This design comes from an exercise in tuning for small area and a short achievable clock period on the open sky130 flow, not from production work. At most, simulation tests tie the RTL to the original design; equivalence was not proved. No activity file was given, so power comes from the tool's default toggle rates.

// i2c_register_transfer_sequencer_top
module i2c_register_transfer_sequencer_top (
   input  logic       clock,
   input  logic       reset,
   input  logic       req_valid,
   output logic       req_ready,
   input  logic [1:0] req_func,
   input  logic [6:0] req_slave_address,
   input  logic [7:0] req_register_address,
   input  logic [7:0] req_byte_count,
   input  logic [7:0] req_buffer_index,
   input  logic [7:0] req_write_byte,
   input  logic       req_nack_seen,
   input  logic       req_bus_collision,
   input  logic [7:0] req_received_byte,
   output logic       rsp_valid,
   input  logic       rsp_ready,
   output logic       rsp_accepted,
   output logic [2:0] rsp_bus_action,
   output logic [7:0] rsp_tx_byte,
   output logic       rsp_rx_valid,
   output logic [7:0] rsp_rx_index,
   output logic [7:0] rsp_rx_data,
   output logic [1:0] rsp_transfer_status
);
For scale: roughly 2200 flip-flops, about 88 I/O pins, roughly 0.078 sq mm of cells after synthesis.
make LEC_CHECK=0 CAP_MARGIN=20 CORE_MARGIN=2 CORE_UTILIZATION=55 CTS_BUF_LIST=sky130_fd_sc_hd__clkbuf_8 CTS_CLUSTER_DIAMETER=45 CTS_CLUSTER_SIZE=14 PLACE_DENSITY=0.65 SETUP_SLACK_MARGIN=4.4 SLEW_MARGIN=20 SYNTH_HIERARCHICAL=1 SYNTH_MINIMUM_KEEP_SIZE=0 finish   # period 7.5 ns
run.sh (not shown) runs the stock make flow with config.mk's settings and CLKGATE_MAP_FILE= SYNTH_SCRIPT=/design/flow/synth_recipe.tcl, a recipe that flattens the netlist after the stock synthesis.
The first run went through all stages and came out clean.
Change:
CTS_CLUSTER_DIAMETER = 50   (was 45)
CTS_CLUSTER_SIZE = 17   (was 14)
SETUP_SLACK_MARGIN = 4.2   (was 4.4)
After rerunning: Total power falls by 1.9%. Synthesized area is unchanged. Synthesized cell count stays the same. Cell count went down by 1.5%. Core utilization is lower by 1.0 points. Register-to-register slack got worse by 90 ps. First-iteration DRC count rises by 3.4%. Critical path depth stays the same. Cell area shrinks by 1.7%. Clock-buffer cell count shrinks by 23. Worst hold slack got worse by 14 ps.

---

Another version of the RTL of i2c_register_transfer_sequencer_top (not shown whole).
Size in the first run: about 4,100 cells after synthesis, about 2,100 flip-flops, about 88 I/O pins.
Settings: LEC_CHECK=0, CAP_MARGIN=20, CORE_MARGIN=2, CORE_UTILIZATION=55, PLACE_DENSITY=0.65, SETUP_SLACK_MARGIN=3.5, SLEW_MARGIN=20; clock period 7.5 ns.
Next try:
SETUP_SLACK_MARGIN = 3.9   (was 3.5)
After rerunning:
- flip-flop and latch count is unchanged
- clock power rose by a few percent
- die area stays the same
- setup slack is better by 0.30 ns
- power increases by a few percent
- routed wire length grows by a few percent
- final area rose slightly
- worst hold slack is worse by 0.018 ns
- register-to-register slack improves by 0.28 ns
- first-iteration DRC count is higher by roughly a tenth
- maximum frequency went up by a little under a tenth
No functional check of the RTL was part of any run of this note.

---

Setup of v11:
RTL: one of the versions met above, not the one the previous note started from.
For scale: roughly 2200 flip-flops.
## i2c_register_transfer_sequencer_top
module i2c_register_transfer_sequencer_top (
   input  logic       clock,
   input  logic       reset,
   input  logic       req_valid,
   output logic       req_ready,
   input  logic [1:0] req_func,
   input  logic [6:0] req_slave_address,
   input  logic [7:0] req_register_address,
   input  logic [7:0] req_byte_count,
   input  logic [7:0] req_buffer_index,
   input  logic [7:0] req_write_byte,
   input  logic       req_nack_seen,
   input  logic       req_bus_collision,
   input  logic [7:0] req_received_byte,
   output logic       rsp_valid,
   input  logic       rsp_ready,
   output logic       rsp_accepted,
   output logic [2:0] rsp_bus_action,
   output logic [7:0] rsp_tx_byte,
   output logic       rsp_rx_valid,
   output logic [7:0] rsp_rx_index,
   output logic [7:0] rsp_rx_data,
   output logic [1:0] rsp_transfer_status
);
clock: 7.5 ns
lec_check: 0
cap_margin: 20
core_margin: 2
core_utilization: 55
cts_cluster_diameter: 60
cts_cluster_size: 20
place_density: 0.65
setup_slack_margin: 4.2
slew_margin: 20
synth_hierarchical: 1
synth_minimum_keep_size: 0
v11 completed every stage of the flow, and the final layout passed the timing, DRC and antenna checks.
Input changes introduced in v13 (baseline for comparison: v11):
- CTS_CLUSTER_SIZE changed from 20 to 28
- CTS_CLUSTER_DIAMETER changed from 60 to 80
==> comparison <==
v13: no failed stages, no open violations at the end
Min growth of design area from synthesis to finish across v13 and v11: v13
Last element of the critical path = dat_n_q[5]: v13; last element of the critical path = dat_n_q[6]: v11
v13 vs v11, non-filler instance count after layout went down by 0.62%.
v11 and v13 ended up with roughly the same final wirelength.
v13 has global-route met2 utilization above what v11 had.
Post-route met1 wirelength of v13 is on par with v11.
v11 -> v13: number of nets produced by synthesis delta 0, exact match
Changes observed in v13 relative to v11: register share of the cell area now larger; first-iteration detailed-routing DRC count now smaller.
Input changes introduced in v6 (baseline for comparison: v13):
- CTS_BUF_LIST now sky130_fd_sc_hd__clkbuf_8, previously not set
- CTS_CLUSTER_SIZE now 14, was 28
- CTS_CLUSTER_DIAMETER now 45, was 80
## What came out
In v6 the clock power turned out 9.0% higher than in v13. Taking v13 as the reference, in v6 power went up; cell count along the critical path moved down; utilization after layout went up 0.60 points; hold slack shows an increase of 0.0098 ns; cell count increased by 182 relative to the old numbers.

-- static timing again, ports no longer ideal --
How much do the figures lean on ideal ports? The routed layouts below were timed once more, with nothing changed but the port constraints. Step 1 assumes that a clkbuf_16 drives the clock port and a buf_2 every other input. Step 2, shift: input delay + t, output delay - t, t = (earliest + latest rising clock arrival at the registers) / 2. This alone moves slack from input paths to output paths. Three values: ideal ports, drivers, drivers and shift; two values: the first two.
run	t, ns	slack for setup (ns)	hold WS [ns]	worst setup path after step 2	worst register clock-pin slew, ns
the first run of note 1	1.017	3.999 / 3.929 / 3.396	0.534 / 0.534 / 0.534	input to register	0.10 / 0.10
the second run of note 1	0.999	4.053 / 3.979 / 3.342	0.520 / 0.520 / 0.520	input to register	0.12 / 0.12
the first run of note 2	0.929	3.558 / 3.533 / 2.839	0.489 / 0.489 / 0.489	input to register	0.07 / 0.07
the second run of note 2	0.927	3.855 / 3.819 / 3.237	0.471 / 0.471 / 0.471	input to register	0.07 / 0.07
v11	0.873	4.145 / 4.117 / 3.541	0.505 / 0.505 / 0.505	input to register	0.08 / 0.08
v13	0.814	4.133 / 4.098 / 3.534	0.513 / 0.513 / 0.513	input to register	0.11 / 0.11
v6	1.014	4.041 / 3.966 / 3.310	0.523 / 0.523 / 0.523	input to register	0.09 / 0.09
After both steps every run listed still meets setup and hold. For v6, which loses most, drivers alone change the setup slack by -0.075 ns; drivers and shift together by -0.731 ns.
